From an optimization exercise on the open Yosys and OpenROAD flow, aimed at small area, a short achievable clock period and few clock cycles; shortcuts taken in it are not production practice. Where RTL was checked, it was by simulation tests only, not by an equivalence proof against the original. Only the layout flow was run in run 2; the RTL was not checked for function there.

--- design.v ---
module fc3_classify #(
  parameter int N_IN    = 84,
  parameter int N_OUT   = 10,
  parameter int DW      = 16,
  parameter int WW      = 8,
  parameter int ACC_W   = 32,
  parameter int B_SHIFT = 8,
  parameter int RD_LAT  = 2
) (
  input  logic                  clk,
  input  logic                  rst_n,
  input  logic                  start,
  output logic [6:0]            f7_raddr,
  input  logic [DW-1:0]         f7_rdata,
  output logic [6:0]            w_raddr,
  input  logic [N_OUT*WW-1:0]   w_rdata,
  input  logic [N_OUT*16-1:0]   bias,
  output logic                  busy,
  output logic                  done,
  output logic [3:0]            class_out,
  output logic [ACC_W-1:0]      max_score
);
  localparam int AW = 30;
  logic       run_q;
  logic [6:0] addr_q;
  logic [2:0] vld_q;       
  logic       fl_q, done_q;
  logic [4:0] arg_q;       
  logic [4:0] st;          
  logic       start_acc, fetch, pend, sa;
  logic [N_OUT-1:0] pend_l;
  assign start_acc = start & ~run_q;
  assign fetch     = start_acc | (addr_q != 7'd0);
  assign pend      = |pend_l;
  assign sa        = fl_q & ~pend;
  assign st        = {arg_q[3:0], sa};
  always_ff @(posedge clk or negedge rst_n) begin
    if (!rst_n) begin
      run_q  <= 1'b0;
      addr_q <= '0;
      vld_q  <= '0;
      fl_q   <= 1'b0;
      arg_q  <= '0;
      done_q <= 1'b0;
    end else begin
      run_q  <= start_acc | (run_q & ~arg_q[4]);
      addr_q <= (fetch && addr_q != 7'(N_IN-1)) ? addr_q + 7'd1 : 7'd0;
      vld_q  <= {vld_q[1:0], fetch};
      fl_q   <= (vld_q[2] & ~vld_q[1]) | (fl_q & pend);
      arg_q  <= st;
      done_q <= arg_q[4];
    end
  end
  logic [DW-1:0] gx;
  logic [17:0]   gx3;
  logic [DW-1:0] x_q;
  logic [17:0]   x3_q;
  assign gx  = vld_q[1] ? f7_rdata : '0;
  assign gx3 = {{2{gx[DW-1]}}, gx} + {gx[DW-1], gx, 1'b0};
  always_ff @(posedge clk) begin
    x_q  <= gx;
    x3_q <= gx3;
  end
  logic [AW-1:0] acc_q [N_OUT];
  for (genvar j = 0; j < N_OUT; j++) begin : g_lane
    logic [WW-1:0]   w;
    logic [11:0]     sel_d, sel_q;
    logic [AW-1:0]   bias_ext;
    assign w = w_rdata[j*WW +: WW];
    for (genvar i = 0; i < 3; i++) begin : g_dig
      assign sel_d[3*i]   = ~w[2*i+1] &  w[2*i];    
      assign sel_d[3*i+1] =  w[2*i+1] & ~w[2*i];    
      assign sel_d[3*i+2] =  w[2*i+1] &  w[2*i];    
    end
    assign sel_d[9]  = w[6];                        
    assign sel_d[10] = w[7] & ~w[6];                
    assign sel_d[11] = w[7] & vld_q[1];             
    always_ff @(posedge clk) sel_q <= sel_d;
    assign bias_ext = {{(AW-16-B_SHIFT){bias[j*16+15]}}, bias[j*16 +: 16], {B_SHIFT{1'b0}}};
    fc3_mac u_mac (
      .clk  (clk),
      .load (start_acc),
      .v    (vld_q[2]),
      .x    (x_q),
      .x3   (x3_q),
      .sel  (sel_q),
      .init (bias_ext),
      .acc  (acc_q[j]),
      .pend (pend_l[j])
    );
  end
  function automatic logic gt(input logic [AW-1:0] b, input logic [AW-1:0] a);
    gt = {~b[AW-1], b[AW-2:0]} > {~a[AW-1], a[AW-2:0]};    
  endfunction
  logic [AW-1:0] ca, cb, ca_q, cb_q, score_q;
  logic [3:0]    class_q;
  logic [2:0]    step;
  logic          g_ab, g_a, g_b;
  always_comb begin
    ca = '0;
    cb = '0;
    for (int t = 0; t < 5; t++) begin
      ca = ca | (acc_q[2*t]   & {AW{st[t]}});
      cb = cb | (acc_q[2*t+1] & {AW{st[t]}});
    end
  end
  always_ff @(posedge clk) begin
    ca_q <= ca;
    cb_q <= cb;
  end
  assign step = {arg_q[4], arg_q[2] | arg_q[3], arg_q[1] | arg_q[3]};
  assign g_ab = gt(cb_q, ca_q);
  assign g_a  = arg_q[0] | gt(ca_q, score_q);
  assign g_b  = arg_q[0] | gt(cb_q, score_q);
  always_ff @(posedge clk) begin
    if (g_ab ? g_b : g_a) begin
      score_q <= g_ab ? cb_q : ca_q;
      class_q <= {step, g_ab};
    end
  end
  assign f7_raddr  = addr_q;
  assign w_raddr   = addr_q;
  assign busy      = run_q;
  assign done      = done_q;
  assign class_out = class_q;
  assign max_score = {{(ACC_W-AW){score_q[AW-1]}}, score_q};
endmodule
module fc3_mac (
  input  logic        clk,
  input  logic        load,      
  input  logic        v,         
  input  logic [15:0] x,
  input  logic [17:0] x3,
  input  logic [11:0] sel,
  input  logic [29:0] init,
  output logic [29:0] acc,
  output logic        pend       
);
  logic [29:0] acc_q;
  logic [4:0] cy_q;
  logic [3:0] t;
  logic [17:0] x1, x2;    
  assign x1 = {x[15], x[15], x};
  assign x2 = {x[15], x, 1'b0};
  logic [17:0] q0, q1, q2, m3, e3;
  assign q0 = ({18{sel[0]}} & x1) | ({18{sel[1]}} & x2) | ({18{sel[2]}} & x3);
  assign t[0] = v & ~q0[17];
  assign q1 = ({18{sel[3]}} & x1) | ({18{sel[4]}} & x2) | ({18{sel[5]}} & x3);
  assign t[1] = v & ~q1[17];
  assign q2 = ({18{sel[6]}} & x1) | ({18{sel[7]}} & x2) | ({18{sel[8]}} & x3);
  assign t[2] = v & ~q2[17];
  logic neg3;
  assign neg3 = sel[11];
  assign m3 = ({18{sel[9]}} & x1) | ({18{sel[10]}} & x2);
  assign e3 = m3 ^ {18{neg3}};
  assign t[3] = v & ~e3[17];
  logic fs0, fc0, fs1, fc1, fs2, fc2, fs3, fc3, fs4, fc4, fs5, fc5, fs6, fc6, fs7, fc7, fs8, fc8, fs9, fc9, fs10, fc10, fs11, fc11, hs0, hc0, fs12, fc12, hs1, hc1, fs13, fc13, hs2, hc2, hs3, hc3, fs14, fc14, fs15, fc15, fs16, fc16, fs17, fc17, fs18, fc18, fs19, fc19, fs20, fc20, fs21, fc21, fs22, fc22, fs23, fc23, fs24, fc24, fs25, fc25, fs26, fc26, fs27, fc27, fs28, fc28, fs29, fc29, fs30, fc30, hs4, hc4, hs5, hc5, fs31, fc31, fs32, fc32, fs33, fc33, fs34, fc34, fs35, fc35, fs36, fc36, fs37, fc37, fs38, fc38, fs39, fc39, fs40, fc40, fs41, fc41, fs42, fc42, fs43, fc43, fs44, fc44, fs45, fc45, fs46, fc46, fs47, fc47, fs48, fc48, fs49, fc49, fs50, fc50, fs51, fc51, hs6, hc6, hs7, hc7, hs8, hc8, hs9, hc9, hs10, hc10, hs11, hc11;
  assign fs0 = acc_q[6] ^ neg3 ^ q0[6];
  assign fc0 = (acc_q[6] & neg3) | (acc_q[6] & q0[6]) | (neg3 & q0[6]);
  assign fs1 = acc_q[7] ^ q0[7] ^ q1[5];
  assign fc1 = (acc_q[7] & q0[7]) | (acc_q[7] & q1[5]) | (q0[7] & q1[5]);
  assign fs2 = acc_q[8] ^ q0[8] ^ q1[6];
  assign fc2 = (acc_q[8] & q0[8]) | (acc_q[8] & q1[6]) | (q0[8] & q1[6]);
  assign fs3 = acc_q[9] ^ q0[9] ^ q1[7];
  assign fc3 = (acc_q[9] & q0[9]) | (acc_q[9] & q1[7]) | (q0[9] & q1[7]);
  assign fs4 = acc_q[10] ^ q0[10] ^ q1[8];
  assign fc4 = (acc_q[10] & q0[10]) | (acc_q[10] & q1[8]) | (q0[10] & q1[8]);
  assign fs5 = acc_q[11] ^ q0[11] ^ q1[9];
  assign fc5 = (acc_q[11] & q0[11]) | (acc_q[11] & q1[9]) | (q0[11] & q1[9]);
  assign fs6 = acc_q[12] ^ q0[12] ^ q1[10];
  assign fc6 = (acc_q[12] & q0[12]) | (acc_q[12] & q1[10]) | (q0[12] & q1[10]);
  assign fs7 = acc_q[13] ^ q0[13] ^ q1[11];
  assign fc7 = (acc_q[13] & q0[13]) | (acc_q[13] & q1[11]) | (q0[13] & q1[11]);
  assign fs8 = acc_q[14] ^ q0[14] ^ q1[12];
  assign fc8 = (acc_q[14] & q0[14]) | (acc_q[14] & q1[12]) | (q0[14] & q1[12]);
  assign fs9 = acc_q[15] ^ q0[15] ^ q1[13];
  assign fc9 = (acc_q[15] & q0[15]) | (acc_q[15] & q1[13]) | (q0[15] & q1[13]);
  assign fs10 = acc_q[16] ^ q0[16] ^ q1[14];
  assign fc10 = (acc_q[16] & q0[16]) | (acc_q[16] & q1[14]) | (q0[16] & q1[14]);
  assign fs11 = acc_q[17] ^ v ^ t[0];
  assign fc11 = (acc_q[17] & v) | (acc_q[17] & t[0]) | (v & t[0]);
  assign hs0 = q1[15] ^ q2[13];
  assign hc0 = q1[15] & q2[13];
  assign fs12 = acc_q[18] ^ v ^ q1[16];
  assign fc12 = (acc_q[18] & v) | (acc_q[18] & q1[16]) | (v & q1[16]);
  assign hs1 = q2[14] ^ e3[12];
  assign hc1 = q2[14] & e3[12];
  assign fs13 = acc_q[19] ^ t[1] ^ q2[15];
  assign fc13 = (acc_q[19] & t[1]) | (acc_q[19] & q2[15]) | (t[1] & q2[15]);
  assign hs2 = acc_q[20] ^ v;
  assign hc2 = acc_q[20] & v;
  assign hs3 = acc_q[4] ^ q0[4];
  assign hc3 = acc_q[4] & q0[4];
  assign fs14 = acc_q[5] ^ q0[5] ^ q1[3];
  assign fc14 = (acc_q[5] & q0[5]) | (acc_q[5] & q1[3]) | (q0[5] & q1[3]);
  assign fs15 = q1[4] ^ q2[2] ^ e3[0];
  assign fc15 = (q1[4] & q2[2]) | (q1[4] & e3[0]) | (q2[2] & e3[0]);
  assign fs16 = q2[3] ^ e3[1] ^ fs1;
  assign fc16 = (q2[3] & e3[1]) | (q2[3] & fs1) | (e3[1] & fs1);
  assign fs17 = q2[4] ^ e3[2] ^ fs2;
  assign fc17 = (q2[4] & e3[2]) | (q2[4] & fs2) | (e3[2] & fs2);
  assign fs18 = q2[5] ^ e3[3] ^ fs3;
  assign fc18 = (q2[5] & e3[3]) | (q2[5] & fs3) | (e3[3] & fs3);
  assign fs19 = q2[6] ^ e3[4] ^ fs4;
  assign fc19 = (q2[6] & e3[4]) | (q2[6] & fs4) | (e3[4] & fs4);
  assign fs20 = q2[7] ^ e3[5] ^ fs5;
  assign fc20 = (q2[7] & e3[5]) | (q2[7] & fs5) | (e3[5] & fs5);
  assign fs21 = q2[8] ^ e3[6] ^ fs6;
  assign fc21 = (q2[8] & e3[6]) | (q2[8] & fs6) | (e3[6] & fs6);
  assign fs22 = q2[9] ^ e3[7] ^ fs7;
  assign fc22 = (q2[9] & e3[7]) | (q2[9] & fs7) | (e3[7] & fs7);
  assign fs23 = q2[10] ^ e3[8] ^ fs8;
  assign fc23 = (q2[10] & e3[8]) | (q2[10] & fs8) | (e3[8] & fs8);
  assign fs24 = q2[11] ^ e3[9] ^ fs9;
  assign fc24 = (q2[11] & e3[9]) | (q2[11] & fs9) | (e3[9] & fs9);
  assign fs25 = q2[12] ^ e3[10] ^ fs10;
  assign fc25 = (q2[12] & e3[10]) | (q2[12] & fs10) | (e3[10] & fs10);
  assign fs26 = e3[11] ^ fs11 ^ hs0;
  assign fc26 = (e3[11] & fs11) | (e3[11] & hs0) | (fs11 & hs0);
  assign fs27 = fs12 ^ hs1 ^ fc11;
  assign fc27 = (fs12 & hs1) | (fs12 & fc11) | (hs1 & fc11);
  assign fs28 = e3[13] ^ fs13 ^ fc12;
  assign fc28 = (e3[13] & fs13) | (e3[13] & fc12) | (fs13 & fc12);
  assign fs29 = q2[16] ^ e3[14] ^ hs2;
  assign fc29 = (q2[16] & e3[14]) | (q2[16] & hs2) | (e3[14] & hs2);
  assign fs30 = acc_q[21] ^ t[2] ^ e3[15];
  assign fc30 = (acc_q[21] & t[2]) | (acc_q[21] & e3[15]) | (t[2] & e3[15]);
  assign hs4 = acc_q[22] ^ v;
  assign hc4 = acc_q[22] & v;
  assign hs5 = acc_q[2] ^ q0[2];
  assign hc5 = acc_q[2] & q0[2];
  assign fs31 = acc_q[3] ^ q0[3] ^ q1[1];
  assign fc31 = (acc_q[3] & q0[3]) | (acc_q[3] & q1[1]) | (q0[3] & q1[1]);
  assign fs32 = q1[2] ^ q2[0] ^ hs3;
  assign fc32 = (q1[2] & q2[0]) | (q1[2] & hs3) | (q2[0] & hs3);
  assign fs33 = q2[1] ^ fs14 ^ hc3;
  assign fc33 = (q2[1] & fs14) | (q2[1] & hc3) | (fs14 & hc3);
  assign fs34 = fs0 ^ fs15 ^ fc14;
  assign fc34 = (fs0 & fs15) | (fs0 & fc14) | (fs15 & fc14);
  assign fs35 = fc0 ^ fs16 ^ fc15;
  assign fc35 = (fc0 & fs16) | (fc0 & fc15) | (fs16 & fc15);
  assign fs36 = fc1 ^ fs17 ^ fc16;
  assign fc36 = (fc1 & fs17) | (fc1 & fc16) | (fs17 & fc16);
  assign fs37 = fc2 ^ fs18 ^ fc17;
  assign fc37 = (fc2 & fs18) | (fc2 & fc17) | (fs18 & fc17);
  assign fs38 = fc3 ^ fs19 ^ fc18;
  assign fc38 = (fc3 & fs19) | (fc3 & fc18) | (fs19 & fc18);
  assign fs39 = fc4 ^ fs20 ^ fc19;
  assign fc39 = (fc4 & fs20) | (fc4 & fc19) | (fs20 & fc19);
  assign fs40 = fc5 ^ fs21 ^ fc20;
  assign fc40 = (fc5 & fs21) | (fc5 & fc20) | (fs21 & fc20);
  assign fs41 = fc6 ^ fs22 ^ fc21;
  assign fc41 = (fc6 & fs22) | (fc6 & fc21) | (fs22 & fc21);
  assign fs42 = fc7 ^ fs23 ^ fc22;
  assign fc42 = (fc7 & fs23) | (fc7 & fc22) | (fs23 & fc22);
  assign fs43 = fc8 ^ fs24 ^ fc23;
  assign fc43 = (fc8 & fs24) | (fc8 & fc23) | (fs24 & fc23);
  assign fs44 = fc9 ^ fs25 ^ fc24;
  assign fc44 = (fc9 & fs25) | (fc9 & fc24) | (fs25 & fc24);
  assign fs45 = fc10 ^ fs26 ^ fc25;
  assign fc45 = (fc10 & fs26) | (fc10 & fc25) | (fs26 & fc25);
  assign fs46 = hc0 ^ fs27 ^ fc26;
  assign fc46 = (hc0 & fs27) | (hc0 & fc26) | (fs27 & fc26);
  assign fs47 = hc1 ^ fs28 ^ fc27;
  assign fc47 = (hc1 & fs28) | (hc1 & fc27) | (fs28 & fc27);
  assign fs48 = fc13 ^ fs29 ^ fc28;
  assign fc48 = (fc13 & fs29) | (fc13 & fc28) | (fs29 & fc28);
  assign fs49 = hc2 ^ fs30 ^ fc29;
  assign fc49 = (hc2 & fs30) | (hc2 & fc29) | (fs30 & fc29);
  assign fs50 = e3[16] ^ hs4 ^ fc30;
  assign fc50 = (e3[16] & hs4) | (e3[16] & fc30) | (hs4 & fc30);
  assign fs51 = acc_q[23] ^ t[3] ^ hc4;
  assign fc51 = (acc_q[23] & t[3]) | (acc_q[23] & hc4) | (t[3] & hc4);
  assign hs6 = acc_q[24] ^ v;
  assign hc6 = acc_q[24] & v;
  assign hs7 = acc_q[25] ^ v;
  assign hc7 = acc_q[25] & v;
  assign hs8 = acc_q[26] ^ v;
  assign hc8 = acc_q[26] & v;
  assign hs9 = acc_q[27] ^ v;
  assign hc9 = acc_q[27] & v;
  assign hs10 = acc_q[28] ^ v;
  assign hc10 = acc_q[28] & v;
  assign hs11 = acc_q[29] ^ v;
  assign hc11 = acc_q[29] & v;
  logic [29:0] ra, rb, sum;
  assign ra = {hs11, hs10, hs9, hs8, hs7, hs6, fs51, fs50, fs49, fs48, fs47, fs46, fs45, fs44, fs43, fs42, fs41, fs40, fs39, fs38, fs37, fs36, fs35, fs34, fs33, fs32, fs31, q1[0], acc_q[1], acc_q[0]};
  assign rb = {hc10, hc9, hc8, hc7, hc6, fc51, fc50, fc49, fc48, fc47, fc46, fc45, fc44, fc43, fc42, fc41, fc40, fc39, fc38, fc37, fc36, fc35, fc34, fc33, fc32, fc31, hc5, hs5, q0[1], q0[0]};
  logic [4:0] cy_d;
  logic [6:0] ch0;
  assign ch0 = {1'b0, ra[4:0], 1'b1} + {1'b0, rb[4:0], 1'b0};
  assign sum[4:0] = ch0[5:1];
  assign cy_d[0] = ch0[6];
  logic [6:0] ch1;
  assign ch1 = {1'b0, ra[9:5], 1'b1} + {1'b0, rb[9:5], cy_q[0]};
  assign sum[9:5] = ch1[5:1];
  assign cy_d[1] = ch1[6];
  logic [6:0] ch2;
  assign ch2 = {1'b0, ra[14:10], 1'b1} + {1'b0, rb[14:10], cy_q[1]};
  assign sum[14:10] = ch2[5:1];
  assign cy_d[2] = ch2[6];
  logic [6:0] ch3;
  assign ch3 = {1'b0, ra[19:15], 1'b1} + {1'b0, rb[19:15], cy_q[2]};
  assign sum[19:15] = ch3[5:1];
  assign cy_d[3] = ch3[6];
  logic [6:0] ch4;
  assign ch4 = {1'b0, ra[24:20], 1'b1} + {1'b0, rb[24:20], cy_q[3]};
  assign sum[24:20] = ch4[5:1];
  assign cy_d[4] = ch4[6];
  logic [6:0] ch5;
  assign ch5 = {1'b0, ra[29:25], 1'b1} + {1'b0, rb[29:25], cy_q[4]};
  assign sum[29:25] = ch5[5:1];
  always_ff @(posedge clk) begin
    if (load) begin
      acc_q <= init;
      cy_q  <= '0;
    end else begin
      acc_q <= sum;
      cy_q  <= cy_d;
    end
  end
  assign acc  = acc_q;
  assign pend = |cy_q;
endmodule
--- flow/run.sh ---
#!/bin/bash
set -euo pipefail
bash standard.sh SETUP_SLACK_MARGIN=6.3 finish > standard_flow.log 2>&1
--- standard.sh ---
#!/bin/bash
# synth_recipe.tcl (not shown) runs the flow's synth.tcl, then flattens the netlist and writes it again
# the make line also repeats each setting of config.mk as NAME=value (left out here)
make -C /OpenROAD-flow-scripts/flow DESIGN_CONFIG=/design/flow/config.mk WORK_HOME=/design/flow/orfs CLKGATE_MAP_FILE= SYNTH_SCRIPT=/design/flow/synth_recipe.tcl "${@:-finish}"
--- config.mk ---
export PLATFORM = sky130hd
export DESIGN_NAME = fc3_classify
export DESIGN_NICKNAME = fc3_classify
export VERILOG_FILES = /design/flow/design.v
export SDC_FILE = /design/flow/constraint.sdc
export NUM_CORES = 4
export LEC_CHECK = 0
export CAP_MARGIN = 20
export CORE_MARGIN = 2
export CORE_UTILIZATION = 40
export SETUP_SLACK_MARGIN = 5
export SLEW_MARGIN = 20
--- constraint.sdc ---
create_clock -name core_clock -period 10.0 [get_ports {clk}]
set_input_delay 2.0000 -clock core_clock [delete_from_list [all_inputs] [get_ports {clk}]]
set_output_delay 2.0000 -clock core_clock [all_outputs]
set_load 0.01 [all_outputs]
==> impl_metrics.tcl, run 1 <==
set metrics [dict create \
    port_buffers 310 \
    h-tree-depth 3 \
    clkSinkCount 614 \
    drc 0 \
    synth-edff-count 34 \
    startpoint_type "register" \
    yosysUniqueCellTypes 54 \
    min-delay-start "vld_q[0]$_DFF_PN0_" \
    cts_root_buf "clkbuf_16" \
    fp-row-count 137 \
    avgViaCountPerCell 6.041 \
    grt_first_pass_wirelength_mm 332.3 \
    setup_viol 0 \
    worstPathRequired_ns 10.57 \
    r2r_cells 14 \
    gp_congestion 0.9323 \
    placed_area_um2 61180 \
    dr.pass1.iters 15 \
    hold_viol 0 \
    status "timing/DRC/antenna clean" \
    fin_tns_setup_ns 0 \
    antenna_found_initial 6 \
    cts_tree "built" \
    regToRegEndpoint "g_lane[7].u_mac.cy_q[2]$_SDFF_PP0_" \
    synthCells 6195 \
    rsz0062_at_grt "true" \
    ant_nets 0 \
    grt_start_max_net_pins 97 \
    track_usage_pct 30.65 \
    worstHoldEndpoint "vld_q[1]$_DFF_PN0_" \
    synth_top_area_share_pct 20.26 \
    nFillCells 12890 \
    cp_common_cell "fa_1" \
    drv_cap 0 \
    cp_data_arrival_time_ns 4.51 \
    yosysTopAreaCell "fa_1" \
    multi_input_area_um2 39400 \
    dieArea_um2 144100 \
    area_growth_pct 22.60 \
    wl_per_cell_um 27.18 \
    netlist_area_um2 56420 \
    synth_flop_cell "dfxtp_1" \
    syn_nets 7542 \
    hpwl_mm 151.4 \
    layout-drive-gt1-share_pct 15.07 \
    initial_utilization_pct 40.38 \
    yosysSeqAreaShare_pct 22.55 \
    clk_pin_slew_worst_paths_ns 0.06 \
    timing.rr.start "x_q[7]$_DFF_P_" \
    regToRegSetupSlack_ns 6.06 \
    critPathSlowestCell "fa_1" \
    cts_made_buffers 79 \
    fmax_mhz 253.6 \
    yosysWarnings 3 \
    design_area_um2 69170 \
    worstMarginPinSlew_ns 0.9627 \
    dr_total_vias 50640 \
    drtIter0Drc 8512 \
    final_net_count 7794 \
    die_x_um 379.6 \
    drt_wl_total_mm 227.9 \
    synth-async-reset-ratio_pct 2.932 \
    die_h_um 379.6 \
    clkLatencyLatePin_ns 0.71 \
    slew_headroom_pct 35.73 \
    fin_crit_ns 3.943 \
    io_pins 311 \
    cts_hold_buf 0 \
    slew_viol_final 0 \
    core_um2 139700 \
    finClkSkew_ns 0.03664 \
    slowest_delay_ns 0.53 \
    cp_max_fo 6 \
    criticalPathCategory "register to register" \
    path_cells "buf_16, buf_8, a222oi_1, fa_1, fa_1, inv_2, fa_1, buf_4, fa_2, a21o_1, a21oi_2, nor2b_1, o21ai_1, a21oi_1" \
    synth-seq-cells 614 \
    first_global_vias 51970 \
    grt_remaining_overflow 0 \
    critical_path.endpoint_type "register" \
    hold_path_depth 0 \
    avgSynthCellArea_um2 9.107 \
    seqCellArea_um2 12900 \
    synth.area.top_cells "fa_1 (20%), dfxtp_1 (20%), ha_1 (11%)" \
    period_share_pct 39.43 \
    hp-class "register to register" \
    cts_buffer_depth 3 \
]
## state kept, by name (all words and copies together), names as in the netlist
signal,count
arg_q,5
ca_q,30
vld_q,3
addr_q,7
x3_q,17
score_q,30
class_q,4
g_lane.u_mac.cy_q,50
cb_q,30
run_q,1
x_q,15
fl_q,1
done_q,1
g_lane.sel_q,120
g_lane.u_mac.acc_q,300
## layout make-up
type	instances	area share, %
well taps	1876	3.394
clock inverters	30	0.4848
inverters	1062	5.798
flip-flops and latches	614	18.65
clock buffers	107	3.245
multi-input cells	3986	56.96
repair buffers	704	11.45
diodes	4	0.01447
## cells in the mapped netlist, types with 18 or more instances
master	n
dfrtp_1	18
ha_1	517
edfxtp_1	34
a21oi_1	322
and2_1	67
nand2b_1	24
clkbuf_1	487
xnor2_1	260
inv_1	1062
o21a_1	33
nand4_1	19
a22oi_1	270
xor2_1	166
dfxtp_1	562
mux2_1	24
nor3_1	26
o21bai_1	41
o31ai_1	25
fa_1	571
nand3_1	76
nand2_1	343
nor2_1	151
a222oi_1	450
nor2b_1	161
a21o_1	143
o21ai_0	226
## stage by stage
step           hold slack (ns)  utilization (%)  cells  setup WS, ns
6_report                0.3506            49.51   8383         6.057
3_3_place_gp            0.3356            43.79   7959         5.210
5_1_grt                 0.3677            49.51   8380         5.900
4_1_cts                 0.3540            48.24   8293         6.111
2_1_floorplan           0.3312                -   6195         5.985
3_5_place_dp            0.3401            43.79   7959         5.187
## cells in the final DEF (no fill, tap or decap), types with 19 or more instances in the layout
master | netlist | final
inv_1 | 1062 | 983
fa_1 | 571 | 499
dfxtp_1 | 562 | 499
ha_1 | 517 | 457
a222oi_1 | 450 | 450
nand2_1 | 343 | 340
clkdlybuf4s50_1 | 0 | 296
a22oi_1 | 270 | 270
buf_4 | 15 | 238
xnor2_1 | 260 | 234
a21oi_1 | 322 | 219
xor2_1 | 166 | 166
o21ai_0 | 226 | 160
nor2b_1 | 161 | 160
nor2_1 | 151 | 150
a21o_1 | 143 | 143
a21oi_2 | 2 | 93
clkbuf_16 | 0 | 86
nand3_1 | 76 | 76
inv_2 | 0 | 75
fa_2 | 0 | 72
and2_1 | 67 | 64
o21ai_1 | 3 | 61
ha_4 | 0 | 59
buf_6 | 3 | 52
o21bai_1 | 41 | 39
buf_12 | 0 | 39
buf_16 | 0 | 35
edfxtp_1 | 34 | 34
o21a_1 | 33 | 33
dfxtp_4 | 0 | 33
dfxtp_2 | 0 | 30
nor3_1 | 26 | 25
xnor2_2 | 0 | 25
o31ai_1 | 25 | 24
nand2b_1 | 24 | 24
mux2_1 | 24 | 24
nand4_1 | 19 | 19
## what timing repair did
item                       in CTS  in global routing
buffers inserted              164                 81
gates resized for setup       331                270
pin swaps                     301                416
setup endpoints to repair     418                203
cloned                         33                  5
## worst max-delay path, delay by kind of cell, from the launching register on
| kind | cells | cell delay, ns |
|---|---|---|
| buffers and inverters | 4 | 0.52 |
| AOI/OAI and AO/OA | 5 | 0.92 |
| and+or+nand+nor | 1 | 0.07 |
| adders and majority gates | 4 | 1.88 |
| DFF | 1 | 0.42 |
## how the worst max path moves through the flow
stage / endpoint / from / cells after the start
detailed placement: g_lane[9].u_mac.acc_q[11]$_DFF_P_ / start / 5
floorplan: g_lane[3].u_mac.acc_q[24]$_DFF_P_ / vld_q[2]$_DFF_PN0_ / 16
CTS: g_lane[8].u_mac.acc_q[19]$_DFF_P_ / x_q[13]$_DFF_P_ / 13
global route: g_lane[7].u_mac.acc_q[14]$_DFF_P_ / x_q[7]$_DFF_P_ / 14
finish: g_lane[7].u_mac.cy_q[2]$_SDFF_PP0_ / x_q[7]$_DFF_P_ / 14
global placement: g_lane[5].u_mac.acc_q[14]$_DFF_P_ / x_q[10]$_DFF_P_ / 15
## logic make-up (layout without fill, tap and decap cells)
family / Yosys count / in the layout / synth area share, %
compound gates: 1536 / 1537 / 20.10
xor+xnor: 426 / 426 / 6.613
fa+ha+maj: 1088 / 1088 / 31.73
buf+inv: 1597 / 1903 / 10.80
flops: 614 / 614 / 22.55
mux: 28 / 28 / 0.5589
other cells: 0 / 4 / 0
simple gates: 906 / 907 / 7.658
## layer usage
layer  wire (µm)  GRT usage [%]  part of all wire [%]
met1       86870          39.19                    38
met2       98140          46.83                    43
met3       33720          11.54                    15
met4        9105          11.58                   4.0
met5          27              0                 0.012
Testbench counts, summed over its fixed seeds: cycles 18,133.
==> inputs of run 2 (changes only) <==
--- a/design.v
+++ b/design.v
@@ -91,5 +91,5 @@
   end
   function automatic logic gt(input logic [AW-1:0] b, input logic [AW-1:0] a);
-    gt = {~b[AW-1], b[AW-2:0]} > {~a[AW-1], a[AW-2:0]};    
+    gt = $signed(b) > $signed(a);
   endfunction
   logic [AW-1:0] ca, cb, ca_q, cb_q, score_q;
==> run 2 against run 1 <==
Synthesized cell count increased by 0.74%. Setup slack lost 0.18 ns. Critical endpoint is now g_lane[5].u_mac.acc_q[19]$_DFF_P_. Sequential cell count unchanged. Highest routed layer unchanged. Still clean. Register-to-register slack lost 0.18 ns. Die area grew 0.17%. Final area rose by 0.78%. Via count increased by 0.20%.
==> impl_metrics.tcl, run 2 <==
set metrics [dict create \
    most-common-layout-cells "inv_1 (986), fa_1 (503), dfxtp_1 (491)" \
    antenna_found_initial 10 \
    die_h_um 379.9 \
    period_share_pct 41.22 \
    cts_root_buf "clkbuf_16" \
    slew_viol_final 0 \
    drt_wl_total_mm 226.9 \
    yosysMostFrequentCell "inv_1" \
    regToRegEndpoint "g_lane[5].u_mac.acc_q[19]$_DFF_P_" \
    grt_remaining_overflow 0 \
    h-tree-depth 3 \
    min-delay-start "vld_q[0]$_DFF_PN0_" \
    synth_commonest_cells "inv_1 (1,064), fa_1 (571), dfxtp_1 (562)" \
    gp_congestion 0.9203 \
    crit_end "g_lane[5].u_mac.acc_q[19]$_DFF_P_" \
    avgSynthCellArea_um2 9.056 \
    setup_ws_ns 5.878 \
    finClkSkew_ns 0.03201 \
    drtIter0Drc 9095 \
    largest-register "g_lane.u_mac.acc_q" \
    cts_buffer_depth 3 \
    drc 0 \
    ant_nets 0 \
    synth-seq-cells 614 \
    avgViaCountPerCell 6.020 \
    fin_hold_ws_ns 0.3573 \
    critical_path.endpoint_type "register" \
    top_regs "g_lane.u_mac.acc_q (300), g_lane.sel_q (120), g_lane.u_mac.cy_q (50)" \
    grt_start_max_net_pins 99 \
    drv_cap 0 \
    hold_viol 0 \
    syn_nets 7588 \
    final_net_count 7830 \
    cp-startpoint "x_q[15]$_DFF_P_" \
    hp-class "register to register" \
    seqCellArea_um2 12910 \
    worstMarginPinSlew_ns 1.041 \
    die_x_um 379.9 \
    synthCells 6241 \
    criticalPathCategory "register to register" \
    hpwl_mm 147.9 \
    dr.pass1.iters 13 \
    yosysSeqAreaShare_pct 22.51 \
    grt_first_pass_wirelength_mm 327.3 \
    cts_tree "built" \
    largest_register_ffs 300 \
    worstPathRequired_ns 10.57 \
    track_usage_pct 30.17 \
    rsz0062_at_grt "true" \
    fmax_mhz 242.6 \
    cts_made_buffers 79 \
    yosysTopAreaCell "fa_1" \
    synth-async-reset-ratio_pct 2.932 \
    fp-row-count 137 \
    wl_per_cell_um 26.92 \
    clk_pin_slew_worst_paths_ns 0.06 \
    cp_data_arrival_time_ns 4.69 \
    yosysUniqueCellTypes 59 \
    synth_flop_cell "dfxtp_1" \
    cp_max_fo 5 \
    multi_input_area_um2 39550 \
    setup_viol 0 \
    synth-edff-count 34 \
    io_pins 311 \
    synth.area.top_cells "fa_1 (20%), dfxtp_1 (20%), ha_1 (11%)" \
    fin_tns_setup_ns 0 \
    r2r_cells 14 \
    nFillCells 12760 \
    initial_utilization_pct 40.41 \
    startpoint_type "register" \
    core_um2 139900 \
    regToRegSetupSlack_ns 5.88 \
    status "timing/DRC/antenna clean" \
    cts_hold_buf 0 \
    slew_headroom_pct 29.99 \
    area_growth_pct 23.34 \
    dr_total_vias 50740 \
    clkLatencyLatePin_ns 0.71 \
    port_buffers 310 \
    dieArea_um2 144300 \
    first_global_vias 51710 \
    netlist_area_um2 56520 \
    fin_crit_ns 4.122 \
    yosysWarnings 3 \
    layout-drive-gt1-share_pct 15.50 \
    fin_util_pct 49.84 \
    timing.rr.start "x_q[15]$_DFF_P_" \
    synth_top_area_share_pct 20.23 \
    layout_commonest_cell "inv_1" \
    place_ws_ns 4.835 \
    clkSinkCount 614 \
]
-- run 2: timing repair --
item                                    in CTS  in global routing
gates resized for setup                    382                233
setup buffers                              164                 78
cloned                                      42                  9
endpoints found under the setup margin     459                288
pin swaps                                  318                364
-- run 2: logic make-up (layout without fill, tap and decap cells) --
logic type               count (synthesis)  after routing  synth area share (%)
other                                    0              4                     0
buffers and inverters                 1606           1911                 10.77
multiplexers                             2              2               0.03763
AO/OA/AOI/OAI                         1589           1590                 20.67
XOR/XNOR                               427            427                 6.617
AND/OR/NAND/NOR                        915            917                 7.724
adder cells (fa/ha/maj)               1088           1088                 31.67
flip-flops                             614            614                 22.51
-- run 2: how the worst min path moves through the flow --
stage / depth (start not counted) / slack (ns) / endpoint
finish: 0 / 0.36 / vld_q[1]$_DFF_PN0_
global route: 0 / 0.37 / vld_q[1]$_DFF_PN0_
CTS: 0 / 0.36 / vld_q[1]$_DFF_PN0_
detailed placement: 0 / 0.35 / vld_q[1]$_DFF_PN0_
global placement: 0 / 0.33 / vld_q[1]$_DFF_PN0_
floorplan: 0 / 0.33 / vld_q[1]$_DFF_PN0_
-- run 2: routing by layer --
layer / track usage (%) / wire, µm / share of wire [%]
met1: 37.85 / 83610 / 37
met2: 45.49 / 96950 / 43
met3: 13.09 / 36680 / 16
met4: 11.56 / 9610 / 4.2
met5: 0.9259 / 54 / 0.024
-- run 2: critical path, stage by stage (launching register included) --
cell	delay (ns)
dfxtp_4	0.42
buf_16	0.18
buf_12	0.13
a222oi_1	0.48
fa_1	0.52
fa_1	0.53
inv_2	0.04
fa_1	0.48
ha_1	0.31
a21o_1	0.17
a21oi_2	0.20
o21bai_1	0.12
a21oi_2	0.16
xor2_1	0.18
o21ai_1	0.07
-- run 2: area by class of cell --
type / count / share of cell area [%]
multi-input cells: 4024 / 56.73
flip-flops and latches: 614 / 18.53
repair buffers: 700 / 11.48
inverters: 1064 / 5.747
clock buffers: 107 / 3.401
well taps: 1876 / 3.367
clock inverters: 40 / 0.7269
diodes: 4 / 0.01436
-- run 2: through the flow --
step	std cells	instance area (µm²)
3_5_place_dp	7985	61190
5_1_grt	8427	69700
4_1_cts	8338	67980
6_report	8429	69710
3_3_place_gp	7985	61190
2_1_floorplan	6241	57360

[re-timing with driven ports]
The results above use ideal ports. As a check the final layouts listed here were re-extracted and re-timed, cells and wires unchanged.
Step 1, drivers: a clkbuf_16 drives clk and a buf_2 each remaining input, both assumed.
Step 2 moves the port delays by t, midway between the first and last clock arrival at a register: inputs arrive t later, outputs are due t later. That takes back most of the time a late clock gives input paths.
Slacks: no drivers / after step 1 / after step 2; pairs: no drivers / after step 1.
| run | t, ns | setup slack, ns | hold slack, ns | pins driven straight from the clock port |
|---|---|---|---|---|
| run 1 | 0.773 | 6.057 / 6.057 / 5.487 | 0.351 / 0.351 / 0.351 | 1 |
| run 2 | 0.778 | 5.878 / 5.878 / 5.478 | 0.357 / 0.357 / 0.357 | 1 |
After both steps every run listed still meets setup and hold. For run 1, which loses most, drivers alone change the setup slack by 0.000 ns; drivers and shift together by -0.570 ns.
